From an optimization exercise on the open Yosys and OpenROAD flow, aimed at small area, a short achievable clock period and few clock cycles per item; shortcuts taken in it are not production practice.
Function was checked by simulation only, so behaviour that the tests miss may differ from the original.

== run B ==
==> flow/design.v (excerpt) <==
module cos_unit (
    input  logic        clock,
    input  logic        arst_n,
    input  logic        clk_en,
    input  logic        start,
    input  logic [31:0] dataa,
    output logic [31:0] result,
    output logic        done
);
    localparam int M = 4;
    localparam int N = 10;
    logic [31:0]  fixed_angle;
    logic [N-1:0] dsel;
    logic [31:0]  cos_fixed;
    angle_to_fixed angle_to_fixed_inst (
        .angle       (dataa),
        .fixed_angle (fixed_angle),
        .dsel        (dsel)
    );
    cordic_rotator #(.M(M), .N(N)) cordic_rotator_inst (
        .clock       (clock),
        .arst_n      (arst_n),
        .clk_en      (clk_en),
        .start       (start),
        .fixed_angle (fixed_angle),
        .dsel        (dsel),
        .cos_fixed   (cos_fixed),
        .done        (done)
    );
    fixed_to_float fixed_to_float_inst (
        .cos_fixed (cos_fixed),
        .result    (result)
    );
endmodule
Size: about 130 flip-flops, about 0.018 mm² of cells after synthesis.
==> flow/config.mk <==
export PLATFORM = sky130hd
export DESIGN_NAME = cos_unit
export DESIGN_NICKNAME = cos_unit
export VERILOG_FILES = /design/flow/design.v
export SDC_FILE = /design/flow/constraint.sdc
export NUM_CORES = 4
export LEC_CHECK = 0
export ABC_AREA = 1
export CAP_MARGIN = 20
export CORE_MARGIN = 2
export CORE_UTILIZATION = 45
export CTS_BUF_LIST = sky130_fd_sc_hd__clkbuf_8
export SETUP_SLACK_MARGIN = 4.8
export SLEW_MARGIN = 20
export TNS_END_PERCENT = 100
==> flow/constraint.sdc <==
create_clock -name core_clock -period 8.0 [get_ports {clock}]
set_input_delay 1.6000 -clock core_clock [delete_from_list [all_inputs] [get_ports {clock}]]
set_output_delay 1.6000 -clock core_clock [all_outputs]
set_load 0.01 [all_outputs]
standard.sh (not shown) runs the stock make flow with config.mk's settings and CLKGATE_MAP_FILE= SYNTH_SCRIPT=/design/flow/synth_recipe.tcl, a recipe that flattens the netlist after the stock synthesis.
==> flow/flow/run.sh <==
#!/bin/bash
# Standard layout, but the port buffers are buf_2 cells instead of the delay
# buffers buffer_ports picks by default. Full tool output goes to standard_flow.log.
set -euo pipefail
bash standard.sh "BUFFER_PORTS_ARGS=-buffer_cell sky130_fd_sc_hd__buf_2" finish > standard_flow.log 2>&1
Run B went all the way through the flow, and no timing, DRC or antenna check failed.
Testbench counts of run B, summed over its fixed seeds: cycles 7,168, items 512.
### run B -> run A
-- flow/config.mk --
<<< run B, line 12
export CTS_BUF_LIST = sky130_fd_sc_hd__clkbuf_8
>>> run A, line 12
export PLACE_DENSITY = 0.72
==> run notes <==
- Lower first-iteration DRC count goes to run B over run A.
- Sort run A and run B by post-route met1 wirelength, ascending, and run A comes first.
- The area added between synthesis and finish was comparable across run A and run B.
- In run A the number of buffers inserted to repair setup after CTS turned out 2 higher than in run B.
- The non-filler instance count after layout was comparable across run A and run B.
- Relative to run B, average via count per standard cell increased by about 1.4% in run A.

========
Starting RTL as in the previous note.
export LEC_CHECK = 0
export ABC_AREA = 1
export CAP_MARGIN = 20
export CORE_MARGIN = 2
export CORE_UTILIZATION = 45
export GPL_ROUTABILITY_DRIVEN = 0
export SETUP_SLACK_MARGIN = 4.8
export SLEW_MARGIN = 20
export TNS_END_PERCENT = 100
create_clock -name core_clock -period 8.0 [get_ports {clock}]
Scripts as last shown in full above: flow/flow/run.sh
Testbench counts at the start, summed over its fixed seeds: cycles 7,168, items 512.
Change:
ABC_AREA = 0   (was 1)
GPL_ROUTABILITY_DRIVEN = default   (was 0)
SETUP_SLACK_MARGIN = 4.5   (was 4.8)
After rerunning: The changed run finished with timing, DRC and antenna clean; register-to-register slack gets worse by 0.70 ns; cell count shrinks by 30%; synthesized cell count is lower by 37%; global-route usage decreases by 0.62 points.
Change:
SETUP_SLACK_MARGIN = 4.8   (was 4.5)
The changed run completed with no timing, DRC or antenna violations; first-iteration DRC count climbs by about 1.4%; wire length came out higher by about 2.6%; global-route usage went up by 1.0 points; cell area rises by 4.5%; die area stays the same; synthesized area is unchanged.
Change:
ABC_AREA = 1   (was 0)
TNS_END_PERCENT = 50   (was 100)
Critical path depth is higher by 1.
Clock-buffer cell count does not change.
Area after synthesis is higher by 12%.
Non-clock buffer count is lower by 191.
Global-route usage is higher by 0.72 points.
Design area is lower by 5.9%.
Via count is higher by 22%.
Die area is higher by 12%.
Sequential cell count does not change.
Routed wire length is higher by 11%.

========
cos_unit again, from the RTL that the note above started with.
export LEC_CHECK = 0
export ABC_AREA = 1
export CAP_MARGIN = 20
export CORE_MARGIN = 2
export CORE_UTILIZATION = 45
export CTS_BUF_LIST = sky130_fd_sc_hd__clkbuf_4 sky130_fd_sc_hd__clkbuf_8
export SETUP_SLACK_MARGIN = 4.8
export SLEW_MARGIN = 20
export TNS_END_PERCENT = 100
create_clock -name core_clock -period 8.0 [get_ports {clock}]
Scripts as last shown in full above: flow/flow/run.sh
The starting point produced a clean layout.
Testbench counts at the start, summed over its fixed seeds: cycles 7,168, items 512.
Edit:
--- a/flow/config.mk
+++ b/flow/config.mk
@@ -12,2 +12 @@
-export CTS_BUF_LIST = sky130_fd_sc_hd__clkbuf_4 sky130_fd_sc_hd__clkbuf_8
-export SETUP_SLACK_MARGIN = 4.8
+export SETUP_SLACK_MARGIN = 4.9
What happened: Via count goes up by a few percent. Die area is unchanged. Count of clock-buffer cells in the layout goes up by 1. First-iteration DRC count goes up by a few percent. Critical path depth goes down by 5. Wire length goes up by a few percent. Global-route usage goes up by 0.14 points. Register-to-register slack gains 30 ps.
Edit:
--- a/flow/config.mk
+++ b/flow/config.mk
@@ -12 +12 @@
-export SETUP_SLACK_MARGIN = 4.9
+export SETUP_SLACK_MARGIN = 4.8
@@ -14 +14 @@
-export TNS_END_PERCENT = 100
+export TNS_END_PERCENT = 20
Routed wire length went down by a few percent.
Cell area went down by a little under a tenth.
Sequential share of layout area went up by 0.96 points.
Critical path depth went up by 3.
Clock-buffer cell count is unchanged.
Worst setup slack is worse by 98 ps.

## static timing again, ports no longer ideal
In the flow no input, the clock included, has a driving cell. The finished layouts below were timed again as built, in two steps. Step 1: set_driving_cell puts a clkbuf_16 on clock and a buf_2 on each other input, an assumption about the parent block. Step 2 also shifts input and output timing later by t, the mid clock arrival at the registers, as if the neighbouring blocks saw the same clock. Three values: ideal, step 1, step 2; two values: the first two.
run	t (ns)	setup slack, ns	worst hold slack (ns)	latest minus earliest clock arrival (ns)	worst register clock-pin slew, ns
run B	0.615	4.910 / 4.913 / 4.326	0.494 / 0.494 / 0.494	0.027 / 0.027	0.10 / 0.10
run A	0.514	4.894 / 4.894 / 4.549	0.466 / 0.466 / 0.466	0.013 / 0.013	0.07 / 0.07
the first run of note 2	0.520	4.892 / 4.892 / 4.457	0.481 / 0.481 / 0.481	0.020 / 0.020	0.07 / 0.07
the second run of note 2	0.504	4.193 / 4.193 / 4.126	0.499 / 0.499 / 0.499	0.015 / 0.014	0.07 / 0.07
the third run of note 2	0.497	4.188 / 4.188 / 4.188	0.490 / 0.490 / 0.490	0.014 / 0.015	0.07 / 0.07
the fourth run of note 2	0.536	4.878 / 4.878 / 4.417	0.484 / 0.484 / 0.484	0.014 / 0.014	0.07 / 0.07
the first run of note 3	0.609	4.908 / 4.908 / 4.331	0.483 / 0.483 / 0.483	0.030 / 0.029	0.10 / 0.10
the second run of note 3	0.540	4.938 / 4.938 / 4.538	0.489 / 0.489 / 0.489	0.016 / 0.016	0.07 / 0.07
the third run of note 3	0.534	4.840 / 4.840 / 4.428	0.483 / 0.483 / 0.483	0.015 / 0.015	0.07 / 0.07
After both steps every run listed still meets setup and hold. For run B, which loses most, drivers alone change the setup slack by +0.003 ns; drivers and shift together by -0.584 ns.
